This is an optimization exercise on Yosys and OpenROAD, whose aim is small area and a short achievable clock period, not a production implementation.
At most, simulation tests tie the RTL to the original design; equivalence was not proved.
Function not checked in runs 2 to 4: the RTL went through the layout flow alone.
Power figures rest on the tool's default switching activity, not on a simulated workload.

==> design/flow/design.v <==
package alu_pkg;
    localparam int DATA_WIDTH   = 32;
    localparam int SHAMT_WIDTH  = 5;                           
    localparam int OPCODE_WIDTH = 6;
    localparam logic [OPCODE_WIDTH-1:0] OP_ADD    = 6'h00;
    localparam logic [OPCODE_WIDTH-1:0] OP_SUB    = 6'h01;
    localparam logic [OPCODE_WIDTH-1:0] OP_ADDSAT = 6'h02;
    localparam logic [OPCODE_WIDTH-1:0] OP_SUBSAT = 6'h03;
    localparam logic [OPCODE_WIDTH-1:0] OP_AND    = 6'h10;
    localparam logic [OPCODE_WIDTH-1:0] OP_OR     = 6'h11;
    localparam logic [OPCODE_WIDTH-1:0] OP_XOR    = 6'h12;
    localparam logic [OPCODE_WIDTH-1:0] OP_NOT    = 6'h13;
    localparam logic [OPCODE_WIDTH-1:0] OP_NOR    = 6'h14;
    localparam logic [OPCODE_WIDTH-1:0] OP_SHL    = 6'h15;
    localparam logic [OPCODE_WIDTH-1:0] OP_SHR    = 6'h16;
    localparam logic [OPCODE_WIDTH-1:0] OP_SAR    = 6'h17;
    localparam logic [OPCODE_WIDTH-1:0] OP_ROTL   = 6'h18;
    localparam logic [OPCODE_WIDTH-1:0] OP_ROTR   = 6'h19;
    localparam logic [OPCODE_WIDTH-1:0] OP_EQ     = 6'h20;
    localparam logic [OPCODE_WIDTH-1:0] OP_NE     = 6'h21;
    localparam logic [OPCODE_WIDTH-1:0] OP_LTS    = 6'h22;
    localparam logic [OPCODE_WIDTH-1:0] OP_LES    = 6'h23;
    localparam logic [OPCODE_WIDTH-1:0] OP_GTS    = 6'h24;
    localparam logic [OPCODE_WIDTH-1:0] OP_GES    = 6'h25;
    localparam logic [OPCODE_WIDTH-1:0] OP_LTU    = 6'h26;
    localparam logic [OPCODE_WIDTH-1:0] OP_LEU    = 6'h27;
    localparam logic [OPCODE_WIDTH-1:0] OP_GTU    = 6'h28;
    localparam logic [OPCODE_WIDTH-1:0] OP_GEU    = 6'h29;
endpackage
module operand_stage (
    input  logic        clk,
    input  logic        rst,
    input  logic        valid_instruction,
    input  logic [5:0]  opcode,
    input  logic [31:0] operand_a,
    input  logic [31:0] operand_b,
    input  logic        use_immediate,
    input  logic [31:0] immediate_value,
    output logic [31:0] p_q,
    output logic [31:0] g_q,
    output logic [4:0]  m_q,           
    output logic [4:0]  mn_q,          
    output logic        cin_q,         
    output logic        inv_q,         
    output logic        valid_q,
    output logic        arith_q,       
    output logic        sat_q,         
    output logic [2:0]  lut_q,         
    output logic        rot_q,         
    output logic        shr_q,         
    output logic        shl_q,         
    output logic        fill_q,        
    output logic        cmpu_q,
    output logic        cmps_q,
    output logic        cmpeq_q
);
    logic        sel_imm, sel_reg;
    logic [31:0] b_c;
    logic        invb, kill, left, cin, inv;
    logic        d_arith, d_sat, d_rot, d_shr, d_shl, d_fill, d_cmpu, d_cmps, d_cmpeq;
    logic [2:0]  d_lut;
    logic [4:0]  n, amt;
    always_comb begin
        invb = 1'b0; kill = 1'b0; left = 1'b0; cin = 1'b0; inv = 1'b0;
        d_arith = 1'b0; d_sat = 1'b0; d_lut = 3'b000;
        d_rot = 1'b0; d_shr = 1'b0; d_shl = 1'b0; d_fill = 1'b0;
        d_cmpu = 1'b0; d_cmps = 1'b0; d_cmpeq = 1'b0;
        case (opcode)
            alu_pkg::OP_ADD:    d_arith = 1'b1;
            alu_pkg::OP_SUB:    begin d_arith = 1'b1; invb = 1'b1; cin = 1'b1; end
            alu_pkg::OP_ADDSAT: d_sat = 1'b1;
            alu_pkg::OP_SUBSAT: begin d_sat = 1'b1; invb = 1'b1; cin = 1'b1; end
            alu_pkg::OP_AND:    d_lut = 3'b100;
            alu_pkg::OP_OR:     d_lut = 3'b110;
            alu_pkg::OP_XOR:    d_lut = 3'b010;
            alu_pkg::OP_NOT:    begin d_lut = 3'b010; invb = 1'b1; kill = 1'b1; end
            alu_pkg::OP_NOR:    d_lut = 3'b001;
            alu_pkg::OP_SHL:    begin kill = 1'b1; left = 1'b1; d_shl = 1'b1; end
            alu_pkg::OP_SHR:    begin kill = 1'b1; d_shr = 1'b1; end
            alu_pkg::OP_SAR:    begin kill = 1'b1; d_shr = 1'b1; d_fill = 1'b1; end
            alu_pkg::OP_ROTL:   begin kill = 1'b1; left = 1'b1; d_rot = 1'b1; end
            alu_pkg::OP_ROTR:   begin kill = 1'b1; d_rot = 1'b1; end
            alu_pkg::OP_EQ:     begin invb = 1'b1; d_cmpeq = 1'b1; end
            alu_pkg::OP_NE:     begin invb = 1'b1; d_cmpeq = 1'b1; inv = 1'b1; end
            alu_pkg::OP_LTS:    begin invb = 1'b1; d_cmps = 1'b1; cin = 1'b1; inv = 1'b1; end
            alu_pkg::OP_LES:    begin invb = 1'b1; d_cmps = 1'b1; inv = 1'b1; end
            alu_pkg::OP_GTS:    begin invb = 1'b1; d_cmps = 1'b1; end
            alu_pkg::OP_GES:    begin invb = 1'b1; d_cmps = 1'b1; cin = 1'b1; end
            alu_pkg::OP_LTU:    begin invb = 1'b1; d_cmpu = 1'b1; cin = 1'b1; inv = 1'b1; end
            alu_pkg::OP_LEU:    begin invb = 1'b1; d_cmpu = 1'b1; inv = 1'b1; end
            alu_pkg::OP_GTU:    begin invb = 1'b1; d_cmpu = 1'b1; end
            alu_pkg::OP_GEU:    begin invb = 1'b1; d_cmpu = 1'b1; cin = 1'b1; end
            default: ;
        endcase
    end
    assign sel_imm = use_immediate & ~kill;
    assign sel_reg = ~use_immediate & ~kill;
    assign b_c     = ((immediate_value & {32{sel_imm}}) | (operand_b & {32{sel_reg}})) ^ {32{invb}};
    assign n   = use_immediate ? immediate_value[4:0] : operand_b[4:0];
    assign amt = left ? 5'd0 - n : n;
    always_ff @(posedge clk) begin
        p_q   <= operand_a ^ b_c;
        g_q   <= operand_a & b_c;
        m_q   <= amt;
        mn_q  <= ~amt;
        cin_q <= cin;
        inv_q <= inv;
    end
    always_ff @(posedge clk or posedge rst) begin
        if (rst) begin
            valid_q <= 1'b0;
            arith_q <= 1'b0;
            sat_q   <= 1'b0;
            lut_q   <= 3'b000;
            rot_q   <= 1'b0;
            shr_q   <= 1'b0;
            shl_q   <= 1'b0;
            fill_q  <= 1'b0;
            cmpu_q  <= 1'b0;
            cmps_q  <= 1'b0;
            cmpeq_q <= 1'b0;
        end else begin
            valid_q <= valid_instruction;
            arith_q <= valid_instruction & d_arith;
            sat_q   <= valid_instruction & d_sat;
            lut_q   <= {3{valid_instruction}} & d_lut;
            rot_q   <= valid_instruction & d_rot;
            shr_q   <= valid_instruction & d_shr;
            shl_q   <= valid_instruction & d_shl;
            fill_q  <= valid_instruction & d_fill;
            cmpu_q  <= valid_instruction & d_cmpu;
            cmps_q  <= valid_instruction & d_cmps;
            cmpeq_q <= valid_instruction & d_cmpeq;
        end
    end
endmodule
module adder_unit (
    input  logic [31:0] p,
    input  logic [31:0] g,
    input  logic        cin,
    output logic [32:0] c
);
    logic [31:0] gl [0:5];
    logic [31:0] pl [0:5];
    always_comb begin
        gl[0] = g;
        pl[0] = p;
        gl[0][0] = g[0] | (p[0] & cin);
    end
    for (genvar l = 0; l < 5; l++) begin : g_level
        for (genvar i = 0; i < 32; i++) begin : g_bit
            if (i >= (1 << l)) begin : g_op
                assign gl[l+1][i] = gl[l][i] | (pl[l][i] & gl[l][i-(1<<l)]);
                assign pl[l+1][i] = pl[l][i] & pl[l][i-(1<<l)];
            end else begin : g_pass
                assign gl[l+1][i] = gl[l][i];
                assign pl[l+1][i] = pl[l][i];
            end
        end
    end
    assign c = {gl[5], cin};
endmodule
module logic_shift_unit (
    input  logic [31:0] p,
    input  logic [31:0] g,
    input  logic [4:0]  m,
    input  logic [4:0]  mn,
    input  logic [2:0]  lut,
    input  logic        rot,
    input  logic        shr,
    input  logic        shl,
    input  logic        fill,
    output logic [31:0] out
);
    logic [31:0] r [0:5];
    logic [31:0] hi;            
    logic [31:0] keep;
    logic        mz;
    assign r[0] = p;
    for (genvar k = 0; k < 5; k++) begin : g_rot
        assign r[k+1] = (r[k] | {32{m[k]}}) & ({r[k][(1<<k)-1:0], r[k][31:(1<<k)]} | {32{mn[k]}});
    end
    assign mz   = ~|m;
    assign hi   = ~(32'hFFFF_FFFF >> m);               
    assign keep = {32{rot}} | ({32{shr}} & ~hi) | ({32{shl}} & (hi | {32{mz}}));
    assign out = (r[5] & keep)
               | ({32{fill & p[31]}} & hi)
               | (g & {32{lut[2]}})
               | (p & {32{lut[1]}})
               | (~(g | p) & {32{lut[0]}});
endmodule
module compare_unit (
    input  logic [31:0] p,
    input  logic        g31,
    input  logic        c31,
    input  logic        cout,
    input  logic        inv,
    input  logic        cmpu,
    input  logic        cmps,
    input  logic        cmpeq,
    output logic        flag
);
    logic eq;
    logic cout_s;
    assign eq     = &p;                        
    assign cout_s = p[31] ? c31 : ~g31;
    assign flag   = ((cmpeq & eq) | (cmpu & cout) | (cmps & cout_s)) ^ (inv & (cmpeq | cmpu | cmps));
endmodule
module result_stage (
    input  logic        clk,
    input  logic        rst,
    input  logic        valid,
    input  logic        arith,
    input  logic        sat,
    input  logic        cin,
    input  logic [31:0] p,
    input  logic        g31,
    input  logic [32:0] c,
    input  logic [31:0] logic_shift,
    input  logic        flag,
    output logic        resp_valid,
    output logic [31:0] resp_result,
    output logic        resp_carry,
    output logic        resp_overflow,
    output logic        resp_zero,
    output logic        resp_negative
);
    logic        ovf;
    logic        clamp;
    logic        add_en;
    logic [31:0] r0, r1;        
    logic [31:0] result_d;
    assign ovf    = ~p[31] & (c[31] ^ g31);
    assign clamp  = sat & ovf;
    assign add_en = arith | sat;
    assign r0 = logic_shift | (p & {32{add_en}});
    assign r1 = logic_shift | (~p & {32{add_en}});
    always_comb begin
        for (int i = 0; i < 32; i++) begin
            result_d[i] = c[i] ? r1[i] : r0[i];
        end
        if (clamp) result_d = {g31, {31{~g31}}};     
        if (flag)  result_d = '1;
    end
    always_ff @(posedge clk or posedge rst) begin
        if (rst) begin
            resp_valid    <= 1'b0;
            resp_result   <= '0;
            resp_carry    <= 1'b0;
            resp_overflow <= 1'b0;
        end else begin
            resp_valid    <= valid;
            resp_result   <= result_d;
            resp_carry    <= arith & (c[32] ^ cin);
            resp_overflow <= add_en & ovf;
        end
    end
    assign resp_zero     = resp_valid & ~|resp_result;
    assign resp_negative = resp_result[31];
endmodule
module int_alu_core (
    input  logic        clk,
    input  logic        rst,
    input  logic        valid_instruction,
    input  logic [5:0]  opcode,
    input  logic [31:0] operand_a,
    input  logic [31:0] operand_b,
    input  logic        use_immediate,
    input  logic [31:0] immediate_value,
    output logic        resp_valid,
    output logic [31:0] resp_result,
    output logic        resp_carry,
    output logic        resp_overflow,
    output logic        resp_zero,
    output logic        resp_negative
);
    logic [31:0] p, g, ls_out;
    logic [32:0] c;
    logic [4:0]  m, mn;
    logic        cin, inv, valid, arith, sat, rot, shr, shl, fill, cmpu, cmps, cmpeq;
    logic [2:0]  lut;
    logic        flag;
    operand_stage u_operand_stage (
        .clk (clk), .rst (rst),
        .valid_instruction (valid_instruction), .opcode (opcode),
        .operand_a (operand_a), .operand_b (operand_b),
        .use_immediate (use_immediate), .immediate_value (immediate_value),
        .p_q (p), .g_q (g), .m_q (m), .mn_q (mn), .cin_q (cin), .inv_q (inv), .valid_q (valid),
        .arith_q (arith), .sat_q (sat), .lut_q (lut), .rot_q (rot), .shr_q (shr),
        .shl_q (shl), .fill_q (fill), .cmpu_q (cmpu), .cmps_q (cmps), .cmpeq_q (cmpeq)
    );
    adder_unit u_adder_unit (
        .p (p), .g (g), .cin (cin), .c (c)
    );
    logic_shift_unit u_logic_shift_unit (
        .p (p), .g (g), .m (m), .mn (mn), .lut (lut), .rot (rot), .shr (shr), .shl (shl),
        .fill (fill), .out (ls_out)
    );
    compare_unit u_compare_unit (
        .p (p), .g31 (g[31]), .c31 (c[31]), .cout (c[32]), .inv (inv),
        .cmpu (cmpu), .cmps (cmps), .cmpeq (cmpeq), .flag (flag)
    );
    result_stage u_result_stage (
        .clk (clk), .rst (rst), .valid (valid), .arith (arith), .sat (sat), .cin (cin),
        .p (p), .g31 (g[31]), .c (c), .logic_shift (ls_out), .flag (flag),
        .resp_valid (resp_valid), .resp_result (resp_result), .resp_carry (resp_carry),
        .resp_overflow (resp_overflow), .resp_zero (resp_zero), .resp_negative (resp_negative)
    );
endmodule
module alu_top (
    input  logic        clk,
    input  logic        rst,
    input  logic        valid_instruction,
    input  logic [5:0]  opcode,
    input  logic [31:0] operand_a,
    input  logic [31:0] operand_b,
    input  logic        use_immediate,
    input  logic [31:0] immediate_value,
    output logic        resp_valid,
    output logic [31:0] resp_result,
    output logic        resp_carry,
    output logic        resp_overflow,
    output logic        resp_zero,
    output logic        resp_negative
);
    int_alu_core u_core (
        .clk               (clk),
        .rst               (rst),
        .valid_instruction (valid_instruction),
        .opcode            (opcode),
        .operand_a         (operand_a),
        .operand_b         (operand_b),
        .use_immediate     (use_immediate),
        .immediate_value   (immediate_value),
        .resp_valid        (resp_valid),
        .resp_result       (resp_result),
        .resp_carry        (resp_carry),
        .resp_overflow     (resp_overflow),
        .resp_zero         (resp_zero),
        .resp_negative     (resp_negative)
    );
endmodule
==> design/flow/flow/run.sh <==
#!/bin/bash
# Own layout flow: the standard ORFS flow (standard.sh, standard synthesis
# unchanged) with two sizing changes: the I/O port buffers are inserted as
# buf_1 cells instead of the cell buffer_ports picks by default, and the
# resizer may swap cells across footprints (MATCH_CELL_FOOTPRINT=0), so those
# buffers and the logic can be upsized where timing needs it.
set -euo pipefail
export BUFFER_PORTS_ARGS="-buffer_cell sky130_fd_sc_hd__buf_1"
bash standard.sh MATCH_CELL_FOOTPRINT=0 finish > flow_make.log 2>&1
==> design/flow/standard.sh <==
#!/bin/bash
# synth_recipe.tcl (not shown) runs the flow's synth.tcl, then flattens the netlist and writes it again
# the make line also repeats each setting of config.mk as NAME=value (left out here)
make -C /OpenROAD-flow-scripts/flow DESIGN_CONFIG=/design/flow/config.mk WORK_HOME=/design/flow/orfs CLKGATE_MAP_FILE= SYNTH_SCRIPT=/design/flow/synth_recipe.tcl "${@:-finish}"
==> design/flow/config.mk <==
export PLATFORM = sky130hd
export DESIGN_NAME = alu_top
export DESIGN_NICKNAME = alu_top
export VERILOG_FILES = /design/flow/design.v
export SDC_FILE = /design/flow/constraint.sdc
export NUM_CORES = 4
export LEC_CHECK = 0
export ABC_CLOCK_PERIOD_IN_PS = 2500
export CAP_MARGIN = 20
export CORE_MARGIN = 2
export CORE_UTILIZATION = 50
export CTS_BUF_LIST = sky130_fd_sc_hd__clkbuf_8
export SETUP_SLACK_MARGIN = 3.5
export SLEW_MARGIN = 20
export TNS_END_PERCENT = 0
==> design/flow/constraint.sdc <==
create_clock -name core_clock -period 6.0 [get_ports {clk}]
set_input_delay 1.2000 -clock core_clock [delete_from_list [all_inputs] [get_ports {clk}]]
set_output_delay 1.2000 -clock core_clock [all_outputs]
set_load 0.01 [all_outputs]
==> results of run 1 <==
## final timing paths
path                                                         end  slack [ps]  depth (start not counted)
max                        u_core.u_result_stage.resp_result[16]        2950                          7
min                             u_core.u_result_stage.resp_valid         360                          0
max reg2reg                u_core.u_result_stage.resp_result[16]        2950                          7
min reg2reg                     u_core.u_result_stage.resp_valid         360                          0
max in group asynchronous        u_core.u_operand_stage.lut_q[0]        4650                          2
min in group asynchronous   u_core.u_result_stage.resp_result[0]         850                          2
## layer usage
| metal | share of wire [%] | vias to the layer above | global-route usage (%) | wire length [um] |
|---|---|---|---|---|
| met3 | 10 | 97 | 7.57 | 3680 |
| met1 | 44 | 4736 | 50.8 | 15700 |
| met5 | 0.036 | - | 0 | 13 |
| met2 | 42 | 656 | 50.9 | 15100 |
| li1 | - | 4646 | - | - |
| met4 | 4.1 | 2 | 13.2 | 1460 |
## state kept, by name, indices dropped and copies added, names as in the netlist, 3 cells and up
register                           cells
u_core.u_operand_stage.g_q            32
u_core.u_operand_stage.p_q            32
u_core.u_result_stage.resp_result     32
u_core.u_operand_stage.m_q             5
u_core.u_operand_stage.mn_q            5
u_core.u_operand_stage.lut_q           3
## cell families after synthesis
| kind of cell | after synthesis | share of synthesized area [%] |
|---|---|---|
| xor+xnor | 65 | 6.00 |
| buf+inv | 140 | 6.27 |
| flops | 124 | 28.3 |
| fa+ha+maj | 41 | 5.34 |
| mux | 42 | 4.42 |
| simple gates | 303 | 15.6 |
| compound gates | 464 | 34.0 |
## layout make-up
type / count / area [sq um]
Fill cell: 1787 / 7860
Multi-Input combinational cell: 917 / 6620
Sequential cell: 124 / 2730
Timing Repair Buffer: 170 / 773
Tap cell: 234 / 293
Clock buffer: 17 / 234
Clock inverter: 15 / 163
Inverter: 22 / 95.1
Timing Repair inverter: 1 / 5.00
## timing repair
item                                    4_1_cts  5_1_grt
resized for setup                            29       18
pin swaps                                     6        2
setup buffers                                 6        4
endpoints found under the setup margin      105      105
cloned                                        2        1
## cells in the final DEF (no fill, tap or decap), types with 21 or more instances in the layout
cell      instances
ha_1             39
xnor2_1          47
nor3b_1          26
dfrtp_1          48
nand3_1          23
o22ai_1          59
a22oi_1          31
o21ai_0          76
buf_4            24
o22a_1           40
a21oi_1          71
nand2_1          69
mux2i_1          38
dfxtp_1          71
a221oi_1         40
nor2_1           57
buf_1           139
nor2_2           21
## where the power goes
part / internal, mW / switching, mW
clock: 0.376 / 0.363
combinational: 0.453 / 0.700
sequential: 0.945 / 0.249
## critical path, cell delays in order, from the launching register on
cell,delay [ps]
dfxtp_1,310
buf_4,360
clkinvlp_2,570
a22oi_1,370
o22ai_1,160
a222oi_1,700
a211oi_1,240
o21ai_0,230
==> impl_metrics.ini, run 1 <==
[timing]
setup_viol = 0
timing.fmax_mhz = 328
fin_ws_ps = 2950
slew_violations = 0
rsz0062_at_grt = yes
skew_ps = 26.4
final-hold-violation-count = 0
whs_ps = 358
relSlewSlack_pct = 26.9
setup_tns_ps = 0
max_slew.worst_pin.slew_ps = 1100
post-route-period-util_pct = 50.8
period_needed_ps = 3050

[place]
io_buffers = 142
finalWeightedCongestion = 1.00
postPlaceCellArea_sq_mm = 0.0102
hpwl_um = 26400
dp_cells = 1455
pre_cts_slack_ps = 2190

[synth]
synth_fp_nets = 1326
synthFlopType = dfxtp_1
synth_common_cells = 90 x nor2_1, 78 x o21ai_0, 76 x dfxtp_1
syn_avg_cell_area_sq_um = 8.15
syn_area_sq_mm = 0.00961
synth.area.top_cells = dfxtp_1 16%, dfrtp_1 13%, ha_1 5.3%, xnor2_1 4.3%, mux2i_1 4.1%
synthCells = 1179
yosysWarnings = 327
synth-edff-count = 0
ys_seq_elements = 124
synth_top_cell_area_share_pct = 15.8
synth_top_area_cell = dfxtp_1
synth-seq-area-share_pct = 28.3
async_reset_ff_share_pct = 38.7
yosysMostFrequentCell = nor2_1
synth_cell_type_count = 77

[clocking]
path_clk_slew_ps = 90
ctsLongestPathBuffers = 2
ctsRootBufferMaster = clkbuf_8
numCtsBuffers = 17
htreeDepth = 4
cts_hold_buf = 0
cts_tree = done
clk_latency_ps = 450
clock_sinks = 124

[global_route]
antenna_found_initial = 1
grt_pass1_vias = 8944
overflow = 0
grt_max_degree = 50
track_usage_pct = 35.1
grt_pass1_wl_um = 53900

[critical_path]
criticalPathCategory = flop to flop
cp-end-kind = flop
cp_max_fo = 29
startpoint = u_core.u_operand_stage.m_q[2]
cp-start-kind = flop
worstPathRequired_ps = 6370
arrival_ps = 3420
r2r_start = u_core.u_operand_stage.m_q[2]

[floorplanning]
num_rows = 50
die_y_um = 143
die_w_um = 143
dieArea_sq_mm = 0.0203
initial_core_util_pct = 51.2
coreArea_sq_mm = 0.0188
ios = 143

[final_layout]
fin_cells = 1500
layout-drive-gt1-share_pct = 12.9
fin_area_sq_mm = 0.0109
diodes = 0
nets = 1400
area.growth.synth_to_final_pct = 13.5
utilization_pct = 58.1

[detailed_routing]
via_per_inst = 6.76
dr.pass1.iters = 8
ant_nets = 0
drt-initial-drc-count = 1326
routed_wl_um = 35900
wire_per_inst_um = 23.9
routed-via-count = 10137
drc = 0

[power_and_ir_drop]
p_leak_nw = 4.19
ir_drop_uv = 185
power.density_mw_per_mm2 = 283
power.total_mw = 3.09

[outcome]
run_status = complete, no violations

[job]
maxCapViolations = 0

[hold_path]
hold_class = flop to flop
hold_start = u_core.u_operand_stage.valid_q
==> run 2, diff against run 1 <==
--- a/design/flow/design.v
+++ b/design/flow/design.v
@@ -170,7 +170,8 @@
     input  logic        shr,
     input  logic        shl,
     input  logic        fill,
-    output logic [31:0] out
+    output logic [31:0] out,
+    output logic        zero
 );
     logic [31:0] r [0:5];
     logic [31:0] hi;            
@@ -188,6 +189,7 @@
                | (g & {32{lut[2]}})
                | (p & {32{lut[1]}})
                | (~(g | p) & {32{lut[0]}});
+    assign zero = ~|out;
 endmodule
 module compare_unit (
     input  logic [31:0] p,
@@ -214,10 +216,11 @@
     input  logic        sat,
     input  logic        cin,
     input  logic [31:0] p,
-    input  logic        g31,
+    input  logic [31:0] g,
     input  logic [32:0] c,
     input  logic [31:0] logic_shift,
     input  logic        flag,
+    input  logic        zero_ls,      
     output logic        resp_valid,
     output logic [31:0] resp_result,
     output logic        resp_carry,
@@ -230,7 +233,11 @@
     logic        add_en;
     logic [31:0] r0, r1;        
     logic [31:0] result_d;
-    assign ovf    = ~p[31] & (c[31] ^ g31);
+    logic [31:0] t;
+    logic        zero_sum;
+    logic        zero_d;
+    logic        zero_q;
+    assign ovf    = ~p[31] & (c[31] ^ g[31]);
     assign clamp  = sat & ovf;
     assign add_en = arith | sat;
     assign r0 = logic_shift | (p & {32{add_en}});
@@ -239,23 +246,28 @@
         for (int i = 0; i < 32; i++) begin
             result_d[i] = c[i] ? r1[i] : r0[i];
         end
-        if (clamp) result_d = {g31, {31{~g31}}};     
+        if (clamp) result_d = {g[31], {31{~g[31]}}};     
         if (flag)  result_d = '1;
     end
+    assign t        = g | p;
+    assign zero_sum = (p[0] ~^ cin) & (&(p[31:1] ~^ t[30:0]));
+    assign zero_d = valid & zero_ls & ~flag & ~(add_en & ~(zero_sum & ~clamp));
     always_ff @(posedge clk or posedge rst) begin
         if (rst) begin
             resp_valid    <= 1'b0;
             resp_result   <= '0;
             resp_carry    <= 1'b0;
             resp_overflow <= 1'b0;
+            zero_q        <= 1'b0;
         end else begin
             resp_valid    <= valid;
             resp_result   <= result_d;
             resp_carry    <= arith & (c[32] ^ cin);
             resp_overflow <= add_en & ovf;
+            zero_q        <= zero_d;
         end
     end
-    assign resp_zero     = resp_valid & ~|resp_result;
+    assign resp_zero     = zero_q;
     assign resp_negative = resp_result[31];
 endmodule
 module int_alu_core (
@@ -279,7 +291,7 @@
     logic [4:0]  m, mn;
     logic        cin, inv, valid, arith, sat, rot, shr, shl, fill, cmpu, cmps, cmpeq;
     logic [2:0]  lut;
-    logic        flag;
+    logic        flag, zero_ls;
     operand_stage u_operand_stage (
         .clk (clk), .rst (rst),
         .valid_instruction (valid_instruction), .opcode (opcode),
@@ -294,7 +306,7 @@
     );
     logic_shift_unit u_logic_shift_unit (
         .p (p), .g (g), .m (m), .mn (mn), .lut (lut), .rot (rot), .shr (shr), .shl (shl),
-        .fill (fill), .out (ls_out)
+        .fill (fill), .out (ls_out), .zero (zero_ls)
     );
     compare_unit u_compare_unit (
         .p (p), .g31 (g[31]), .c31 (c[31]), .cout (c[32]), .inv (inv),
@@ -302,7 +314,7 @@
     );
     result_stage u_result_stage (
         .clk (clk), .rst (rst), .valid (valid), .arith (arith), .sat (sat), .cin (cin),
-        .p (p), .g31 (g[31]), .c (c), .logic_shift (ls_out), .flag (flag),
+        .p (p), .g (g), .c (c), .logic_shift (ls_out), .flag (flag), .zero_ls (zero_ls),
         .resp_valid (resp_valid), .resp_result (resp_result), .resp_carry (resp_carry),
         .resp_overflow (resp_overflow), .resp_zero (resp_zero), .resp_negative (resp_negative)
     );
==> design/flow/flow/run.sh (replaced) <==
#!/bin/bash
# Own layout flow: the standard ORFS flow (standard.sh, standard synthesis
# unchanged), with the I/O port buffers inserted as buf_1 cells instead of the
# cell buffer_ports picks by default. The resizer still upsizes them as needed.
set -euo pipefail
export BUFFER_PORTS_ARGS="-buffer_cell sky130_fd_sc_hd__buf_1"
bash standard.sh finish > flow_make.log 2>&1
--- a/design/flow/config.mk
+++ b/design/flow/config.mk
@@ -10,6 +10,5 @@
 export CORE_MARGIN = 2
 export CORE_UTILIZATION = 50
 export CTS_BUF_LIST = sky130_fd_sc_hd__clkbuf_8
-export SETUP_SLACK_MARGIN = 3.5
+export SETUP_SLACK_MARGIN = 3.2
 export SLEW_MARGIN = 20
-export TNS_END_PERCENT = 0
==> run 2 against run 1 <==
Still clean. Maximum frequency decreased by 7.6%. Critical path depth increased by 4. Design area increased by 12%. First-iteration DRC count increased by 54%. Sequential cell count increased by 1. Die area increased by 3.7%. Critical path type unchanged. Largest cell class unchanged. Highest routed layer is now met4.
==> impl_metrics.ini, run 2 <==
[clocking]
ctsLongestPathBuffers = 2
clk_latency_ps = 470
htreeDepth = 4
numCtsBuffers = 17
path_clk_slew_ps = 100
clock_sinks = 125
ctsRootBufferMaster = clkbuf_8
cts_tree = done

[global_route]
track_usage_pct = 41.2
antenna_found_initial = 3
grt_pass1_vias = 10422
overflow = 0
grt_pass1_wl_um = 66100
grt_max_degree = 50

[final_layout]
utilization_pct = 62.4
final_common_cell = buf_1
biggestRegsByFlops = u_core.u_operand_stage.g_q x32, u_core.u_operand_stage.p_q x32, u_core.u_result_stage.resp_result x32
final_cell_mix = 140 x buf_1, 123 x nand2_1, 106 x a21oi_1
nets = 1571
area.growth.synth_to_final_pct = 22.2
fin_cells = 1702
fin_area_sq_mm = 0.0122
layout-drive-gt1-share_pct = 18.2
fillers = 1835

[detailed_routing]
drt-initial-drc-count = 2039
routed-via-count = 11790
routed_wl_um = 45400
dr.pass1.iters = 17
wire_per_inst_um = 26.6
via_per_inst = 6.93
drc = 0
ant_nets = 0

[place]
pre_cts_slack_ps = 2220
postPlaceCellArea_sq_mm = 0.0107
io_buffers = 142
dp_cells = 1615
finalWeightedCongestion = 1.17
hpwl_um = 31400

[critical_path]
criticalPathCategory = flop to flop
timing.reg2reg.setup_slack_ps = 2700
arrival_ps = 3700
reg2reg_depth = 11
r2r_start = u_core.u_operand_stage.m_q[3]
r2r-end = u_core.u_result_stage.zero_q
worstPathRequired_ps = 6400
cp_max_fo = 22
cp-end-kind = flop
endpoint = u_core.u_result_stage.zero_q
startpoint = u_core.u_operand_stage.m_q[3]
cp-start-kind = flop

[timing]
post-route-period-util_pct = 55.0
max_slew.worst_pin.slew_ps = 913
slew_violations = 0
setup_viol = 0
setup_tns_ps = 0
timing.fmax_mhz = 303
fin_ws_ps = 2700
rsz0062_at_grt = yes
whs_ps = 381
period_needed_ps = 3300
relSlewSlack_pct = 39.1
skew_ps = 20.5
final-hold-violation-count = 0

[synth]
synthCells = 1295
synth_cell_type_count = 73
synth_common_cells = 127 x nand2_1, 108 x a21oi_1, 103 x nor2_1
synth.area.top_cells = dfxtp_1 15%, dfrtp_1 12%, a22oi_1 5.8%, a21oi_1 5.4%, ha_1 5.3%
synth_fp_nets = 1443
synth_top_cell_area_share_pct = 15.3
yosysMostFrequentCell = nand2_1
synth_top_area_cell = dfxtp_1
async_reset_ff_share_pct = 39.2
synth-seq-area-share_pct = 27.6
synth-edff-count = 0
syn_avg_cell_area_sq_um = 7.70
ys_seq_elements = 125
yosysWarnings = 327
syn_area_sq_mm = 0.00997
synthFlopType = dfxtp_1

[floorplanning]
num_rows = 51
die_y_um = 145
coreArea_sq_mm = 0.0195
initial_core_util_pct = 51.1
dieArea_sq_mm = 0.0211
die_w_um = 145
ios = 143

[outcome]
run_status = complete, no violations

[power_and_ir_drop]
p_leak_nw = 5.10
power.total_mw = 3.31
ir_drop_uv = 155
power.density_mw_per_mm2 = 271

[hold_path]
hold_class = flop to flop

[job]
maxCapViolations = 0
==> run 2: how the worst min path moves through the flow <==
stage | to | cells past startpoint | startpoint | slack, ps
floorplan | u_core.u_result_stage.resp_valid | 0 | u_core.u_operand_stage.valid_q | 350
global route | u_core.u_result_stage.resp_valid | 0 | u_core.u_operand_stage.valid_q | 380
finish | u_core.u_result_stage.resp_valid | 0 | u_core.u_operand_stage.valid_q | 380
global placement | u_core.u_result_stage.resp_valid | 0 | u_core.u_operand_stage.valid_q | 370
detailed placement | u_core.u_result_stage.resp_valid | 0 | u_core.u_operand_stage.valid_q | 370
CTS | u_core.u_result_stage.resp_valid | 0 | u_core.u_operand_stage.valid_q | 380
==> run 2: critical path, cell delays in order, from the launching register on <==
cell and delay [ps]:
dfxtp_1 510, buf_12 210, nor4_2 50, buf_4 190, or2_2 310, a211oi_2 310
a221oi_1 120, a221o_1 420, or2_2 310, nor4_2 390, nand4_1 140, and4b_1 270
==> run 2: cell type report <==
type | count | area [sq um] | area share, %
clock inverter | 15 | 148 | 1.21
sequential | 125 | 2830 | 23.2
timing repair buffer | 226 | 1390 | 11.4
inverter | 26 | 105 | 0.862
tap | 265 | 332 | 2.72
multi-input combinational | 1027 | 7150 | 58.7
antenna | 1 | 2.50 | 0.0205
clock buffer | 17 | 234 | 1.92
==> run 2: cell families after synthesis <==
| logic type | Yosys count | share of synthesized area (%) |
|---|---|---|
| multiplexers | 39 | 3.94 |
| adder cells (fa/ha/maj) | 42 | 5.27 |
| XOR/XNOR | 74 | 6.50 |
| AND/OR/NAND/NOR | 366 | 17.1 |
| AO/OA/AOI/OAI | 505 | 34.0 |
| flip-flops | 125 | 27.6 |
| buffers and inverters | 144 | 5.61 |
==> run 2: routing by layer <==
metal / vias to the layer above / track usage [%] / routed length [um]
li1: 5121 / - / -
met1: 5381 / 55.5 / 17100
met2: 1028 / 57.4 / 17900
met3: 260 / 12.1 / 6310
met4: 0 / 25.6 / 4020
met5: - / 0 / 0
==> run 2: power breakdown <==
part / internal [mW] / switching, mW
logic: 0.494 / 0.823
clock network: 0.340 / 0.416
registers: 0.954 / 0.280
==> run 2: what timing repair did <==
| item | 4_1_cts | 5_1_grt |
|---|---|---|
| gates resized for setup | 102 | 97 |
| setup endpoints to repair | 105 | 73 |
| setup buffers | 23 | 24 |
| pin swaps | 4 | 18 |
| cloned | 5 | 2 |
| hold buffers | 0 | 0 |
==> run 3, diff against run 2 <==
--- a/design/flow/design.v
+++ b/design/flow/design.v
@@ -145,7 +145,7 @@
     always_comb begin
         gl[0] = g;
         pl[0] = p;
-        gl[0][0] = g[0] | (p[0] & cin);
+        gl[0][0] = cin ? (g[0] | p[0]) : g[0];
     end
     for (genvar l = 0; l < 5; l++) begin : g_level
         for (genvar i = 0; i < 32; i++) begin : g_bit
@@ -173,23 +173,36 @@
     output logic [31:0] out,
     output logic        zero
 );
-    logic [31:0] r [0:5];
+    logic [31:0] r [0:4];
     logic [31:0] hi;            
     logic [31:0] keep;
+    logic [31:0] k0, k1;        
     logic        mz;
     assign r[0] = p;
-    for (genvar k = 0; k < 5; k++) begin : g_rot
+    for (genvar k = 0; k < 4; k++) begin : g_rot
         assign r[k+1] = (r[k] | {32{m[k]}}) & ({r[k][(1<<k)-1:0], r[k][31:(1<<k)]} | {32{mn[k]}});
     end
     assign mz   = ~|m;
     assign hi   = ~(32'hFFFF_FFFF >> m);               
     assign keep = {32{rot}} | ({32{shr}} & ~hi) | ({32{shl}} & (hi | {32{mz}}));
-    assign out = (r[5] & keep)
+    assign k0   = keep & {32{mn[4]}};
+    assign k1   = keep & {32{m[4]}};
+    assign out = (r[4] & k0)
+               | ({r[4][15:0], r[4][31:16]} & k1)
                | ({32{fill & p[31]}} & hi)
                | (g & {32{lut[2]}})
                | (p & {32{lut[1]}})
                | (~(g | p) & {32{lut[0]}});
-    assign zero = ~|out;
+    logic [31:0] ge;            
+    logic [31:0] src;
+    assign ge   = 32'hFFFF_FFFF << m;
+    assign src  = ({32{rot}})
+                | ({32{shr}} & ge)
+                | ({32{shl}} & (~ge | {32{mz}}));
+    assign zero = ~|((p & src)
+                   | (g & {32{lut[2]}})
+                   | (p & {32{lut[1]}})
+                   | (~(g | p) & {32{lut[0]}}));
 endmodule
 module compare_unit (
     input  logic [31:0] p,
--- a/design/flow/config.mk
+++ b/design/flow/config.mk
@@ -10,5 +10,6 @@
 export CORE_MARGIN = 2
 export CORE_UTILIZATION = 50
 export CTS_BUF_LIST = sky130_fd_sc_hd__clkbuf_8
-export SETUP_SLACK_MARGIN = 3.2
+export SETUP_SLACK_MARGIN = 3.5
 export SLEW_MARGIN = 20
+export TNS_END_PERCENT = 0
==> run 3 against run 2 <==
Sequential share of layout area is 0.13 points higher. Maximum frequency is 22% higher. Synthesized cell count is 0.85% higher. Register-to-register slack better by 600 ps. Critical path type unchanged. Wire length is 4.0% lower.
==> impl_metrics.ini, run 3 <==
[outcome]
run_status = complete, no violations

[floorplanning]
num_rows = 52
coreArea_sq_mm = 0.0204
ios = 143
dieArea_sq_mm = 0.0220
die_y_um = 148
initial_core_util_pct = 51.1
die_w_um = 148

[synth]
synth.area.top_cells = dfxtp_1 15%, dfrtp_1 12%, a21oi_1 6.2%, a22o_1 5.8%, ha_1 4.9%
synth_top_family_by_area = compound AO/OA/AOI/OAI gates
synth_top_area_cell = dfxtp_1
yosysWarnings = 327
synth_common_cells = 128 x a21oi_1, 114 x nor2_1, 76 x dfxtp_1
synth_fp_nets = 1453
synth_cell_type_count = 82
synth-edff-count = 0
synth-simple-area-share_pct = 15.8
synth_compound_area_share_pct = 36.4
syn_area_sq_mm = 0.0104
synthFlopType = dfxtp_1
synth_xor_area_share_pct = 6.31
synth-seq-area-share_pct = 26.4
ys_seq_elements = 125
async_reset_ff_share_pct = 39.2
synth_top_cell_area_share_pct = 14.6
synth_mux_area_share_pct = 3.77
syn_avg_cell_area_sq_um = 7.97
synthCells = 1306
synthAdderAreaFrac_pct = 4.93
yosysMostFrequentCell = a21oi_1

[critical_path]
timing.reg2reg.setup_slack_ps = 3300
startpoint = u_core.u_operand_stage.m_q[0]
worstPathRequired_ps = 6350
reg2reg_depth = 9
cp-start-kind = flop
cp_max_fo = 46
r2r_start = u_core.u_operand_stage.m_q[0]
cp-end-kind = flop
r2r-end = u_core.u_result_stage.resp_result[31]
criticalPathCategory = flop to flop
arrival_ps = 3050

[timing]
setup_tns_ps = 0
final-hold-violation-count = 0
skew_ps = 21.3
post-route-period-util_pct = 45.0
max_slew.worst_pin.slew_ps = 1150
period_needed_ps = 2700
relSlewSlack_pct = 23.4
timing.fmax_mhz = 371
setup_viol = 0
rsz0062_at_grt = yes
slew_violations = 0
fin_ws_ps = 3300

[detailed_routing]
routed_wl_um = 43500
drc = 0
via_per_inst = 6.92
routed-via-count = 11772
ant_nets = 0
drt-initial-drc-count = 1692
wire_per_inst_um = 25.6
dr.pass1.iters = 8

[clocking]
ctsRootBufferMaster = clkbuf_8
htreeDepth = 4
ctsLongestPathBuffers = 2
clk_latency_ps = 470
path_clk_slew_ps = 90
cts_tree = done
numCtsBuffers = 17
clock_sinks = 125
cts_hold_buf = 0

[place]
io_buffers = 142
pre_cts_slack_ps = 2330
finalWeightedCongestion = 1.07
hpwl_um = 31700

[global_route]
grt_pass1_wl_um = 65100
grt_pass1_vias = 10582
antenna_found_initial = 1
grt_max_degree = 50
overflow = 0
track_usage_pct = 39.2

[power_and_ir_drop]
p_leak_nw = 5.02
ir_drop_uv = 140
power.density_mw_per_mm2 = 277

[job]
maxCapViolations = 0

[hold_path]
hold_end = u_core.u_result_stage.resp_valid
hold_depth = 0
hold_start = u_core.u_operand_stage.valid_q
hold_class = flop to flop

[final_layout]
multi_input_area_sq_mm = 0.00745
nets = 1565
area.growth.synth_to_final_pct = 19.2
biggestRegsByFlops = u_core.u_operand_stage.g_q x32, u_core.u_operand_stage.p_q x32, u_core.u_result_stage.resp_result x32
fillers = 1866
final_common_cell = buf_1
diodes = 0
final_cell_mix = 137 x buf_1, 118 x a21oi_1, 91 x nor2_1
seq_area_sq_mm = 0.00290
layout-drive-gt1-share_pct = 18.5
-- run 3: cell types whose count changed in the layout (fill, tap and decap cells not counted), sizes merged, moves of 7 or more --
cell,before,now
a221oi,18,38
nand2,127,66
o221ai,5,15
a21boi,11,3
nor2,104,116
o21ai,102,75
a22oi,78,45
a22o,18,69
o211ai,9,16
a21oi,109,128
o22a,2,17
-- run 3: per-stage QoR --
stage,instances,utilization (%),hold WS [ps],area [sq um],power (mW)
6_report,1701,60.9,468,12400,3.44
2_1_floorplan,1306,-,354,10600,1.99
3_3_place_gp,1605,53.8,440,11000,2.42
5_1_grt,1701,60.9,466,12400,3.58
3_5_place_dp,1606,53.9,450,11000,2.42
4_1_cts,1680,59.5,469,12100,3.32
-- run 3: layout make-up --
cell class                      instances  share of cell area, %
Timing Repair Buffer                  218                   9.76
Inverter                               28                  0.948
Timing Repair inverter                  1                 0.0403
Clock inverter                         15                   1.29
Multi-Input combinational cell       1027                   60.0
Sequential cell                       125                   23.3
Tap cell                              270                   2.72
Clock buffer                           17                   1.89
-- run 3: worst max-delay path by stage --
stage | to | slack (ps) | cells after the start
final | u_core.u_result_stage.resp_result[31] | 3300 | 9
after global routing | u_core.u_result_stage.resp_result[11] | 3250 | 11
after CTS | u_core.u_result_stage.resp_result[20] | 3380 | 8
after detailed placement | u_core.u_operand_stage.p_q[1] | 2330 | 10
after global placement | u_core.u_operand_stage.p_q[1] | 2360 | 10
after floorplan | u_core.u_operand_stage.p_q[16] | 3250 | 11
-- run 3: per-layer routing --
layer,vias to the layer above,share of wire [%],track usage [%]
li1,5223,-,-
met1,5398,39,52.5
met2,951,42,57.6
met3,198,12,7.94
met4,2,7.6,25.0
met5,-,0.030,0
-- run 3: repair_timing --
action,CTS,global route
setup buffers,39,21
setup endpoints to repair,106,93
pin swaps,13,9
gates resized for setup,128,41
cloned,3,0
-- run 3: critical path, stage by stage (launching register included) --
cell	delay, ps
dfxtp_2	370
buf_12	190
o22ai_1	350
a22oi_1	170
a21oi_1	330
nor3_1	170
a311oi_2	420
mux2i_1	130
a211o_1	280
a21o_1	160
-- run 3: logic make-up after synthesis --
group	after synthesis
AOI/OAI and AO/OA	541
xor gates and xnor gates	75
adders and majority gates	41
buffers and inverters	156
DFF	125
muxes	39
and+or+nand+nor	329
-- run 3: power by group --
group / total, mW / internal (mW) / switching [mW]
combinational: 1.50 / 0.572 / 0.932
sequential: 1.18 / 0.958 / 0.219
clock: 0.762 / 0.375 / 0.387
==> run 4, diff against run 3 <==
--- a/design/flow/design.v
+++ b/design/flow/design.v
@@ -61,38 +61,44 @@
     logic [2:0]  d_lut;
     logic [4:0]  n, amt;
     always_comb begin
-        invb = 1'b0; kill = 1'b0; left = 1'b0; cin = 1'b0; inv = 1'b0;
         d_arith = 1'b0; d_sat = 1'b0; d_lut = 3'b000;
         d_rot = 1'b0; d_shr = 1'b0; d_shl = 1'b0; d_fill = 1'b0;
         d_cmpu = 1'b0; d_cmps = 1'b0; d_cmpeq = 1'b0;
         case (opcode)
             alu_pkg::OP_ADD:    d_arith = 1'b1;
-            alu_pkg::OP_SUB:    begin d_arith = 1'b1; invb = 1'b1; cin = 1'b1; end
+            alu_pkg::OP_SUB:    d_arith = 1'b1;
             alu_pkg::OP_ADDSAT: d_sat = 1'b1;
-            alu_pkg::OP_SUBSAT: begin d_sat = 1'b1; invb = 1'b1; cin = 1'b1; end
+            alu_pkg::OP_SUBSAT: d_sat = 1'b1;
             alu_pkg::OP_AND:    d_lut = 3'b100;
             alu_pkg::OP_OR:     d_lut = 3'b110;
             alu_pkg::OP_XOR:    d_lut = 3'b010;
-            alu_pkg::OP_NOT:    begin d_lut = 3'b010; invb = 1'b1; kill = 1'b1; end
+            alu_pkg::OP_NOT:    d_lut = 3'b001;        
             alu_pkg::OP_NOR:    d_lut = 3'b001;
-            alu_pkg::OP_SHL:    begin kill = 1'b1; left = 1'b1; d_shl = 1'b1; end
-            alu_pkg::OP_SHR:    begin kill = 1'b1; d_shr = 1'b1; end
-            alu_pkg::OP_SAR:    begin kill = 1'b1; d_shr = 1'b1; d_fill = 1'b1; end
-            alu_pkg::OP_ROTL:   begin kill = 1'b1; left = 1'b1; d_rot = 1'b1; end
-            alu_pkg::OP_ROTR:   begin kill = 1'b1; d_rot = 1'b1; end
-            alu_pkg::OP_EQ:     begin invb = 1'b1; d_cmpeq = 1'b1; end
-            alu_pkg::OP_NE:     begin invb = 1'b1; d_cmpeq = 1'b1; inv = 1'b1; end
-            alu_pkg::OP_LTS:    begin invb = 1'b1; d_cmps = 1'b1; cin = 1'b1; inv = 1'b1; end
-            alu_pkg::OP_LES:    begin invb = 1'b1; d_cmps = 1'b1; inv = 1'b1; end
-            alu_pkg::OP_GTS:    begin invb = 1'b1; d_cmps = 1'b1; end
-            alu_pkg::OP_GES:    begin invb = 1'b1; d_cmps = 1'b1; cin = 1'b1; end
-            alu_pkg::OP_LTU:    begin invb = 1'b1; d_cmpu = 1'b1; cin = 1'b1; inv = 1'b1; end
-            alu_pkg::OP_LEU:    begin invb = 1'b1; d_cmpu = 1'b1; inv = 1'b1; end
-            alu_pkg::OP_GTU:    begin invb = 1'b1; d_cmpu = 1'b1; end
-            alu_pkg::OP_GEU:    begin invb = 1'b1; d_cmpu = 1'b1; cin = 1'b1; end
+            alu_pkg::OP_SHL:    d_shl = 1'b1;
+            alu_pkg::OP_SHR:    d_shr = 1'b1;
+            alu_pkg::OP_SAR:    begin d_shr = 1'b1; d_fill = 1'b1; end
+            alu_pkg::OP_ROTL:   d_rot = 1'b1;
+            alu_pkg::OP_ROTR:   d_rot = 1'b1;
+            alu_pkg::OP_EQ:     d_cmpeq = 1'b1;
+            alu_pkg::OP_NE:     d_cmpeq = 1'b1;
+            alu_pkg::OP_LTS:    d_cmps = 1'b1;
+            alu_pkg::OP_LES:    d_cmps = 1'b1;
+            alu_pkg::OP_GTS:    d_cmps = 1'b1;
+            alu_pkg::OP_GES:    d_cmps = 1'b1;
+            alu_pkg::OP_LTU:    d_cmpu = 1'b1;
+            alu_pkg::OP_LEU:    d_cmpu = 1'b1;
+            alu_pkg::OP_GTU:    d_cmpu = 1'b1;
+            alu_pkg::OP_GEU:    d_cmpu = 1'b1;
             default: ;
         endcase
     end
+    logic [3:0] lo;
+    assign lo   = opcode[3:0];
+    assign invb = opcode[5] | (~opcode[4] & lo[0]);
+    assign kill = opcode[4] & (lo[3] | (lo[1] & lo[0]) | (lo[2] & (lo[1] | lo[0])));
+    assign left = ~lo[1] & (lo[3] ^ lo[0]);
+    assign cin  = lo[0] ^ (opcode[5] & lo[1]);
+    assign inv  = lo[1] | (lo[0] & ~lo[2] & ~lo[3]);
     assign sel_imm = use_immediate & ~kill;
     assign sel_reg = ~use_immediate & ~kill;
     assign b_c     = ((immediate_value & {32{sel_imm}}) | (operand_b & {32{sel_reg}})) ^ {32{invb}};
@@ -140,25 +146,40 @@
     input  logic        cin,
     output logic [32:0] c
 );
-    logic [31:0] gl [0:5];
-    logic [31:0] pl [0:5];
+    logic [31:0] gu [0:5];      
+    logic [31:0] pu [0:5];
+    logic [31:0] gd [0:4];      
+    logic [31:0] pd [0:4];
     always_comb begin
-        gl[0] = g;
-        pl[0] = p;
-        gl[0][0] = cin ? (g[0] | p[0]) : g[0];
+        gu[0] = g;
+        pu[0] = p;
+        gu[0][0] = cin ? (g[0] | p[0]) : g[0];          
     end
-    for (genvar l = 0; l < 5; l++) begin : g_level
+    for (genvar l = 0; l < 5; l++) begin : g_up
         for (genvar i = 0; i < 32; i++) begin : g_bit
-            if (i >= (1 << l)) begin : g_op
-                assign gl[l+1][i] = gl[l][i] | (pl[l][i] & gl[l][i-(1<<l)]);
-                assign pl[l+1][i] = pl[l][i] & pl[l][i-(1<<l)];
+            if ((i % (2 << l)) == ((2 << l) - 1)) begin : g_op
+                assign gu[l+1][i] = gu[l][i] | (pu[l][i] & gu[l][i-(1<<l)]);
+                assign pu[l+1][i] = pu[l][i] & pu[l][i-(1<<l)];
             end else begin : g_pass
-                assign gl[l+1][i] = gl[l][i];
-                assign pl[l+1][i] = pl[l][i];
+                assign gu[l+1][i] = gu[l][i];
+                assign pu[l+1][i] = pu[l][i];
             end
         end
     end
-    assign c = {gl[5], cin};
+    assign gd[4] = gu[5];
+    assign pd[4] = pu[5];
+    for (genvar l = 3; l >= 0; l--) begin : g_dn
+        for (genvar i = 0; i < 32; i++) begin : g_bit
+            if ((i >= (3 << l) - 1) && ((i + 1) % (2 << l) == (1 << l))) begin : g_op
+                assign gd[l][i] = gd[l+1][i] | (pd[l+1][i] & gd[l+1][i-(1<<l)]);
+                assign pd[l][i] = pd[l+1][i] & pd[l+1][i-(1<<l)];
+            end else begin : g_pass
+                assign gd[l][i] = gd[l+1][i];
+                assign pd[l][i] = pd[l+1][i];
+            end
+        end
+    end
+    assign c = {gd[0], cin};
 endmodule
 module logic_shift_unit (
     input  logic [31:0] p,
==> run 4 against run 3 <==
Via count shrank 3.0%. Utilization up 0.39 points. Largest power group unchanged. Synthesized cell count down 5.4%. Maximum frequency fell by 2.5%. Worst setup slack got worse by 69 ps. Critical path type unchanged. Global-route usage grew 0.26 points. First-iteration DRC count rose by 19%. Clock-buffer cell count did not move. Final cell count fell by 3.9%. Sequential share of layout area is 0.68 points higher. Hold slack got worse by 32 ps.
==> impl_metrics.ini, run 4 <==
[outcome]
run_status = complete, no violations

[critical_path]
path_buf_inv = 1
cp_cell_sequence = clkbuf_16, o22a_1, o22ai_1, a22oi_1, o22ai_1, o22ai_1, a21oi_1, o31ai_1, a211o_1
cp-start-kind = flop
crit_top_cell = o22ai_1
worstPathRequired_ps = 6340
cp_max_fo = 23
critPathSlowestCell = o22ai_1
max_stage_delay_ps = 500
criticalPathCategory = flop to flop
critPathTopFamily = compound AO/OA/AOI/OAI gates
arrival_ps = 3110
cp-end-kind = flop

[clocking]
cts_tree = done
htreeDepth = 4
cts_hold_buf = 0
clock_sinks = 125
numCtsBuffers = 17
ctsRootBufferMaster = clkbuf_8
ctsLongestPathBuffers = 2
path_clk_slew_ps = 80
clk_latency_ps = 460

[place]
hpwl_um = 31500
finalWeightedCongestion = 1.09
io_buffers = 142
postPlaceCellArea_sq_mm = 0.0106

[final_layout]
utilization_pct = 61.3
multi_input_area_sq_mm = 0.00694
area.growth.synth_to_final_pct = 19.7
final_cell_mix = 140 x buf_1, 118 x nor2_1, 67 x xnor2_1
layout-drive-gt1-share_pct = 17.2
biggestRegsByFlops = u_core.u_operand_stage.g_q x32, u_core.u_operand_stage.p_q x32, u_core.u_result_stage.resp_result x32
fillers = 1782
seq_area_sq_mm = 0.00289
final_common_cell = buf_1
fin_area_sq_mm = 0.0120
nets = 1501

[timing]
slew_violations = 0
skew_ps = 21.4
rsz0062_at_grt = yes
setup_tns_ps = 0
max_slew.worst_pin.slew_ps = 819
timing.fmax_mhz = 361
setup_viol = 0
period_needed_ps = 2770
relSlewSlack_pct = 45.3
final-hold-violation-count = 0
post-route-period-util_pct = 46.1

[floorplanning]
dieArea_sq_mm = 0.0212
die_w_um = 146
initial_core_util_pct = 51.2
die_y_um = 146
coreArea_sq_mm = 0.0196
num_rows = 51
ios = 143

[global_route]
track_usage_pct = 39.4
overflow = 0
grt_max_degree = 50
grt_pass1_vias = 10171
antenna_found_initial = 1
grt_pass1_wl_um = 63900

[synth]
synthFlopType = dfxtp_1
synth_cell_type_count = 78
synth_xor_area_share_pct = 6.72
synth_top_family_by_area = compound AO/OA/AOI/OAI gates
ys_seq_elements = 125
synth-edff-count = 0
synth_top_cell_area_share_pct = 15.2
syn_area_sq_mm = 0.0100
synth-simple-area-share_pct = 14.8
synth_common_cells = 119 x nor2_1, 76 x a21oi_1, 76 x dfxtp_1
async_reset_ff_share_pct = 39.2
synth_compound_area_share_pct = 36.1
syn_avg_cell_area_sq_um = 8.12
synth_mux_area_share_pct = 3.59
synth_fp_nets = 1381
yosysMostFrequentCell = nor2_1
synth.area.top_cells = dfxtp_1 15%, dfrtp_1 12%, xnor2_1 5.8%, ha_1 4.9%, o22a_1 4.8%
synthAdderAreaFrac_pct = 4.86
yosysWarnings = 329
synthCells = 1236
synth-seq-area-share_pct = 27.4
synth_top_area_cell = dfxtp_1

[hold_path]
hold_class = flop to flop

[power_and_ir_drop]
p_leak_nw = 4.79
ir_drop_uv = 176
power.density_mw_per_mm2 = 293
power.total_mw = 3.52

[detailed_routing]
via_per_inst = 6.99
routed_wl_um = 43300
ant_nets = 0
wire_per_inst_um = 26.5
drt-initial-drc-count = 2011
routed-via-count = 11424
dr.pass1.iters = 10
drc = 0

[job]
maxCapViolations = 0
==> run 4: cell count changes in the layout (fill, tap and decap cells not counted), sizes merged, moves of 10 or more <==
| cell | before | now |
|---|---|---|
| a22o | 69 | 42 |
| o21ai | 75 | 54 |
| a21oi | 128 | 79 |
| o22a | 17 | 55 |
| xor2 | 45 | 10 |
| xnor2 | 30 | 67 |
| a221oi | 38 | 12 |
| o211ai | 16 | 40 |
| inv | 32 | 43 |
| nand2 | 66 | 56 |
==> run 4: timing repair <==
item,CTS,global route
cloned,2,1
setup endpoints to repair,105,105
gates resized for setup,129,32
pin swaps,13,13
setup buffers,37,20
==> run 4: power by group <==
part / internal [mW] / leakage (nW) / switching, mW
logic: 0.616 / 3.27 / 0.933
clock network: 0.417 / 0.209 / 0.365
registers: 0.962 / 1.31 / 0.230
total: 1.99 / 4.79 / 1.53
==> run 4: metal layers <==
| layer | up-vias | GRT usage, % | wire length (um) |
|---|---|---|---|
| met5 | - | 0 | 0 |
| met3 | 228 | 11.4 | 5800 |
| met4 | 0 | 22.2 | 3100 |
| met2 | 992 | 57.2 | 17800 |
| met1 | 5234 | 52.5 | 16600 |
| li1 | 4970 | - | - |
==> run 4: kinds of logic (layout without fill, tap and decap cells) <==
kind of cell               Yosys count  count (layout)
buffers and inverters              160             293
xor gates and xnor gates            77              77
adders and majority gates           39              39
and+or+nand+nor                    309             309
AOI/OAI and AO/OA                  490             490
muxes                               36              36
DFF                                125             125
other                                0               1
==> run 4: area by class of cell <==
cell class / instances / area share, %
multi-input cells: 951 / 57.7
clock buffers: 17 / 1.95
repair buffers: 221 / 10.7
inverters: 40 / 1.29
well taps: 265 / 2.76
diodes: 1 / 0.0208
clock inverters: 15 / 1.54
flip-flops and latches: 125 / 24.0
==> run 4: worst paths after layout <==
check / from / to / slack, ps / depth (start not counted)
worst max register to register: u_core.u_operand_stage.m_q[0] / u_core.u_result_stage.resp_result[11] / 3230 / 9
worst min-delay path: u_core.u_operand_stage.valid_q / u_core.u_result_stage.resp_valid / 440 / 0
min in group asynchronous: rst / u_core.u_result_stage.resp_result[13] / 850 / 2
worst max-delay path: u_core.u_operand_stage.m_q[0] / u_core.u_result_stage.resp_result[11] / 3230 / 9
max in group asynchronous: rst / u_core.u_operand_stage.shl_q / 4610 / 2
worst min register to register: u_core.u_operand_stage.valid_q / u_core.u_result_stage.resp_valid / 440 / 0
==> run 4: per-stage QoR <==
step | hold slack (ps) | setup WS [ps] | cells
floorplan | 353 | 3440 | 1236
global placement | 412 | 2690 | 1542
detailed placement | 413 | 2700 | 1542
CTS | 431 | 3350 | 1613
global route | 450 | 3230 | 1634
finish | 436 | 3230 | 1635
==> run 5, diff against run 4 <==
--- a/design/flow/design.v
+++ b/design/flow/design.v
@@ -191,20 +191,23 @@
     input  logic        shr,
     input  logic        shl,
     input  logic        fill,
-    output logic [31:0] out,
-    output logic        zero
+    output logic [31:0] out
 );
     logic [31:0] r [0:4];
     logic [31:0] hi;            
     logic [31:0] keep;
     logic [31:0] k0, k1;        
     logic        mz;
+    logic [31:0] ge;            
+    assign ge = 32'hFFFF_FFFF << m;
     assign r[0] = p;
     for (genvar k = 0; k < 4; k++) begin : g_rot
         assign r[k+1] = (r[k] | {32{m[k]}}) & ({r[k][(1<<k)-1:0], r[k][31:(1<<k)]} | {32{mn[k]}});
     end
     assign mz   = ~|m;
-    assign hi   = ~(32'hFFFF_FFFF >> m);               
+    for (genvar i = 0; i < 32; i++) begin : g_hi
+        assign hi[i] = ~ge[31-i];                      
+    end
     assign keep = {32{rot}} | ({32{shr}} & ~hi) | ({32{shl}} & (hi | {32{mz}}));
     assign k0   = keep & {32{mn[4]}};
     assign k1   = keep & {32{m[4]}};
@@ -214,16 +217,6 @@
                | (g & {32{lut[2]}})
                | (p & {32{lut[1]}})
                | (~(g | p) & {32{lut[0]}});
-    logic [31:0] ge;            
-    logic [31:0] src;
-    assign ge   = 32'hFFFF_FFFF << m;
-    assign src  = ({32{rot}})
-                | ({32{shr}} & ge)
-                | ({32{shl}} & (~ge | {32{mz}}));
-    assign zero = ~|((p & src)
-                   | (g & {32{lut[2]}})
-                   | (p & {32{lut[1]}})
-                   | (~(g | p) & {32{lut[0]}}));
 endmodule
 module compare_unit (
     input  logic [31:0] p,
@@ -254,7 +247,6 @@
     input  logic [32:0] c,
     input  logic [31:0] logic_shift,
     input  logic        flag,
-    input  logic        zero_ls,      
     output logic        resp_valid,
     output logic [31:0] resp_result,
     output logic        resp_carry,
@@ -267,10 +259,6 @@
     logic        add_en;
     logic [31:0] r0, r1;        
     logic [31:0] result_d;
-    logic [31:0] t;
-    logic        zero_sum;
-    logic        zero_d;
-    logic        zero_q;
     assign ovf    = ~p[31] & (c[31] ^ g[31]);
     assign clamp  = sat & ovf;
     assign add_en = arith | sat;
@@ -283,25 +271,20 @@
         if (clamp) result_d = {g[31], {31{~g[31]}}};     
         if (flag)  result_d = '1;
     end
-    assign t        = g | p;
-    assign zero_sum = (p[0] ~^ cin) & (&(p[31:1] ~^ t[30:0]));
-    assign zero_d = valid & zero_ls & ~flag & ~(add_en & ~(zero_sum & ~clamp));
     always_ff @(posedge clk or posedge rst) begin
         if (rst) begin
             resp_valid    <= 1'b0;
             resp_result   <= '0;
             resp_carry    <= 1'b0;
             resp_overflow <= 1'b0;
-            zero_q        <= 1'b0;
         end else begin
             resp_valid    <= valid;
             resp_result   <= result_d;
             resp_carry    <= arith & (c[32] ^ cin);
             resp_overflow <= add_en & ovf;
-            zero_q        <= zero_d;
         end
     end
-    assign resp_zero     = zero_q;
+    assign resp_zero     = resp_valid & ~|resp_result;
     assign resp_negative = resp_result[31];
 endmodule
 module int_alu_core (
@@ -325,7 +308,7 @@
     logic [4:0]  m, mn;
     logic        cin, inv, valid, arith, sat, rot, shr, shl, fill, cmpu, cmps, cmpeq;
     logic [2:0]  lut;
-    logic        flag, zero_ls;
+    logic        flag;
     operand_stage u_operand_stage (
         .clk (clk), .rst (rst),
         .valid_instruction (valid_instruction), .opcode (opcode),
@@ -340,7 +323,7 @@
     );
     logic_shift_unit u_logic_shift_unit (
         .p (p), .g (g), .m (m), .mn (mn), .lut (lut), .rot (rot), .shr (shr), .shl (shl),
-        .fill (fill), .out (ls_out), .zero (zero_ls)
+        .fill (fill), .out (ls_out)
     );
     compare_unit u_compare_unit (
         .p (p), .g31 (g[31]), .c31 (c[31]), .cout (c[32]), .inv (inv),
@@ -348,7 +331,7 @@
     );
     result_stage u_result_stage (
         .clk (clk), .rst (rst), .valid (valid), .arith (arith), .sat (sat), .cin (cin),
-        .p (p), .g (g), .c (c), .logic_shift (ls_out), .flag (flag), .zero_ls (zero_ls),
+        .p (p), .g (g), .c (c), .logic_shift (ls_out), .flag (flag),
         .resp_valid (resp_valid), .resp_result (resp_result), .resp_carry (resp_carry),
         .resp_overflow (resp_overflow), .resp_zero (resp_zero), .resp_negative (resp_negative)
     );
==> run 5 against run 4 <==
Still clean on timing, DRC and antenna. Die area shrank 8.2%. Critical path depth shrank 3. Register-to-register slack lost 110 ps. Critical path type unchanged. Critical endpoint is now u_core.u_result_stage.resp_result[14]. Largest cell class unchanged. Highest routed layer unchanged.
==> impl_metrics.ini, run 5 <==
[synth]
synth_cell_type_count = 76
yosysMostFrequentCell = nor2_1
synth.area.top_cells = dfxtp_1 17%, dfrtp_1 13%, a22oi_1 6.3%, o22a_1 5.4%, ha_1 5.3%
synth_fp_nets = 1225
syn_avg_cell_area_sq_um = 8.51
synthCells = 1080
yosysWarnings = 329
synth_common_cells = 81 x nor2_1, 78 x clkbuf_1, 77 x a22oi_1
syn_area_sq_mm = 0.00919
synth-edff-count = 0
synth_top_area_cell = dfxtp_1
synth_top_cell_area_share_pct = 16.6
synthFlopType = dfxtp_1
async_reset_ff_share_pct = 38.7
ys_seq_elements = 124
synth-seq-area-share_pct = 29.6

[clocking]
htreeDepth = 4
clock_sinks = 124
numCtsBuffers = 17
ctsLongestPathBuffers = 2
clk_latency_ps = 470
path_clk_slew_ps = 80
ctsRootBufferMaster = clkbuf_8
cts_tree = done

[detailed_routing]
wire_per_inst_um = 22.5
dr.pass1.iters = 9
drc = 0
routed-via-count = 9182
wl_met3_um = 3470
routed_wl_um = 31300
drt-initial-drc-count = 1360
wl_met1_um = 13800
top_layer_used = met4
wl_met2_um = 12700
ant_nets = 0
via_per_inst = 6.59

[timing]
post-route-period-util_pct = 47.9
period_needed_ps = 2880
rsz0062_at_grt = yes
setup_tns_ps = 0
timing.fmax_mhz = 348
fin_ws_ps = 3120
setup_viol = 0
whs_ps = 354
relSlewSlack_pct = 33.1
final-hold-violation-count = 0
max_slew.worst_pin.slew_ps = 1000
slew_violations = 0
skew_ps = 17.4

[global_route]
overflow = 0
grt_max_degree = 49
grt_pass1_vias = 8166
antenna_found_initial = 0
grt_pass1_wl_um = 48200
track_usage_pct = 31.7

[job]
maxCapViolations = 0

[final_layout]
biggestRegsByFlops = u_core.u_operand_stage.g_q x32, u_core.u_operand_stage.p_q x32, u_core.u_result_stage.resp_result x32
diodes = 0
final_common_cell = buf_1
layout-drive-gt1-share_pct = 12.9
fin_area_sq_mm = 0.0103
final_cell_mix = 140 x buf_1, 81 x nor2_1, 77 x a22oi_1
area.growth.synth_to_final_pct = 12.1
nets = 1296

[floorplanning]
initial_core_util_pct = 51.0
num_rows = 49
dieArea_sq_mm = 0.0195
die_w_um = 140
coreArea_sq_mm = 0.0180
die_y_um = 140
ios = 143

[place]
pre_cts_slack_ps = 2580
io_buffers = 142
finalWeightedCongestion = 0.982
hpwl_um = 22400
postPlaceCellArea_sq_mm = 0.00963

[critical_path]
critPathSlowestCell = a211oi_1
arrival_ps = 3210
cp-start-kind = flop
startpoint = u_core.u_operand_stage.m_q[4]
cp_max_fo = 41
cp-end-kind = flop
worstPathRequired_ps = 6330
path_buf_inv = 1
r2r_start = u_core.u_operand_stage.m_q[4]
critPathTopFamily = compound AO/OA/AOI/OAI gates
cp_cell_sequence = buf_4, nor3_1, a31oi_4, a21oi_1, a211oi_1, o21ai_2
max_stage_delay_ps = 580
criticalPathCategory = flop to flop

[power_and_ir_drop]
p_leak_nw = 4.03
ir_drop_uv = 148
power.total_mw = 3.06
power.density_mw_per_mm2 = 297

[hold_path]
hold_start = u_core.u_operand_stage.valid_q
hold_class = flop to flop

[outcome]
run_status = complete, no violations
==> run 5: cell types whose count changed after synthesis, sizes merged, moves of 15 or more <==
cell    change
a22o       -40
a22oi      +34
buf        -15
nor2       -38
o211ai     -38
o21ai      +19
xnor2      -18
==> run 5: cell families after synthesis <==
kind of cell | after synthesis | share of synthesized area (%)
adder cells (fa/ha/maj) | 39 | 5.31
flip-flops | 124 | 29.6
buffers and inverters | 140 | 6.74
AND/OR/NAND/NOR | 228 | 12.3
XOR/XNOR | 65 | 6.19
AO/OA/AOI/OAI | 441 | 35.2
multiplexers | 43 | 4.68
==> run 5: metrics by stage <==
stage,std cells,util [%]
floorplan,1080,-
global placement,1351,53.4
detailed placement,1351,53.4
CTS,1392,56.8
global route,1393,57.2
finish,1393,57.2
==> run 5: cell type report <==
class                      instances  area (sq um)
timing repair buffer             161           731
inverter                          27           106
multi-input combinational        819          6050
clock inverter                    15           138
fill                            1719          7720
tap                              229           287
clock buffer                      17           234
sequential                       124          2760
timing repair inverter             1          5.00
==> run 5: worst register-to-register path: cells and delay by family, from the launching register on <==
| kind | cells | cell delay [ps] |
|---|---|---|
| flops | 1 | 510 |
| simple gates | 1 | 270 |
| buf+inv | 1 | 450 |
| compound gates | 4 | 1520 |
==> run 5: final timing paths <==
check / end / slack, ps / cells after the start
setup / recovery: u_core.u_result_stage.resp_result[14] / 3120 / 6
hold / removal: u_core.u_result_stage.resp_valid / 350 / 0
setup reg to reg: u_core.u_result_stage.resp_result[14] / 3120 / 6
hold reg to reg: u_core.u_result_stage.resp_valid / 350 / 0
max in group asynchronous: u_core.u_result_stage.resp_result[22] / 4690 / 2
min in group asynchronous: u_core.u_operand_stage.valid_q / 830 / 2
==> run 5: timing repair <==
item	CTS	global route
setup endpoints to repair	105	104
hold buffers	0	0
pin swaps	9	1
hold endpoints to repair	0	0
resized for setup	21	29
buffers inserted	6	0
gates cloned	3	1
==> run 5: report_power, final <==
group          leakage (nW)  internal [mW]  switching [mW]
logic                  2.56          0.467           0.693
registers              1.28          0.951           0.234
clock network         0.185          0.333           0.378
==> run 5: routing by layer <==
metal  GRT usage (%)  vias up
met5               0        -
met4            13.8        0
met3            7.85       95
met2            44.5      618
met1            46.1     4206
li1                -     4263

==> what the ideal ports hide <==
Ports are ideal in the flow. The routed layouts listed here were re-timed in OpenROAD. Step 1 sets driving cells, clkbuf_16 on the clock port and buf_2 on the other inputs (assumed; they add their load-dependent delay and slew). Step 2 moves the port delays by t, midway between the first and last clock arrival at a register: inputs arrive t later, outputs are due t later. That takes back most of the time a late clock gives input paths. a / b / c = no drivers / after step 1 / after step 2; a / b = the first two.
run | shift t [ns] | setup slack, ns | worst setup path after step 2 | clock arrival spread, ns | worst data-port slew with drivers (ns)
run 1 | 0.482 | 2.950 / 2.950 / 2.792 | input to register | 0.027 / 0.027 | 0.04
run 2 | 0.495 | 2.700 / 2.700 / 2.700 | register to register | 0.020 / 0.021 | 0.04
run 3 | 0.502 | 3.301 / 3.301 / 2.894 | input to register | 0.022 / 0.021 | 0.04
run 4 | 0.495 | 3.232 / 3.232 / 2.903 | input to register | 0.021 / 0.021 | 0.04
run 5 | 0.504 | 3.124 / 3.124 / 2.811 | input to register | 0.017 / 0.017 | 0.04
After both steps every run listed still meets setup and hold. For run 3, which loses most, drivers alone change the setup slack by 0.000 ns; drivers and shift together by -0.407 ns.
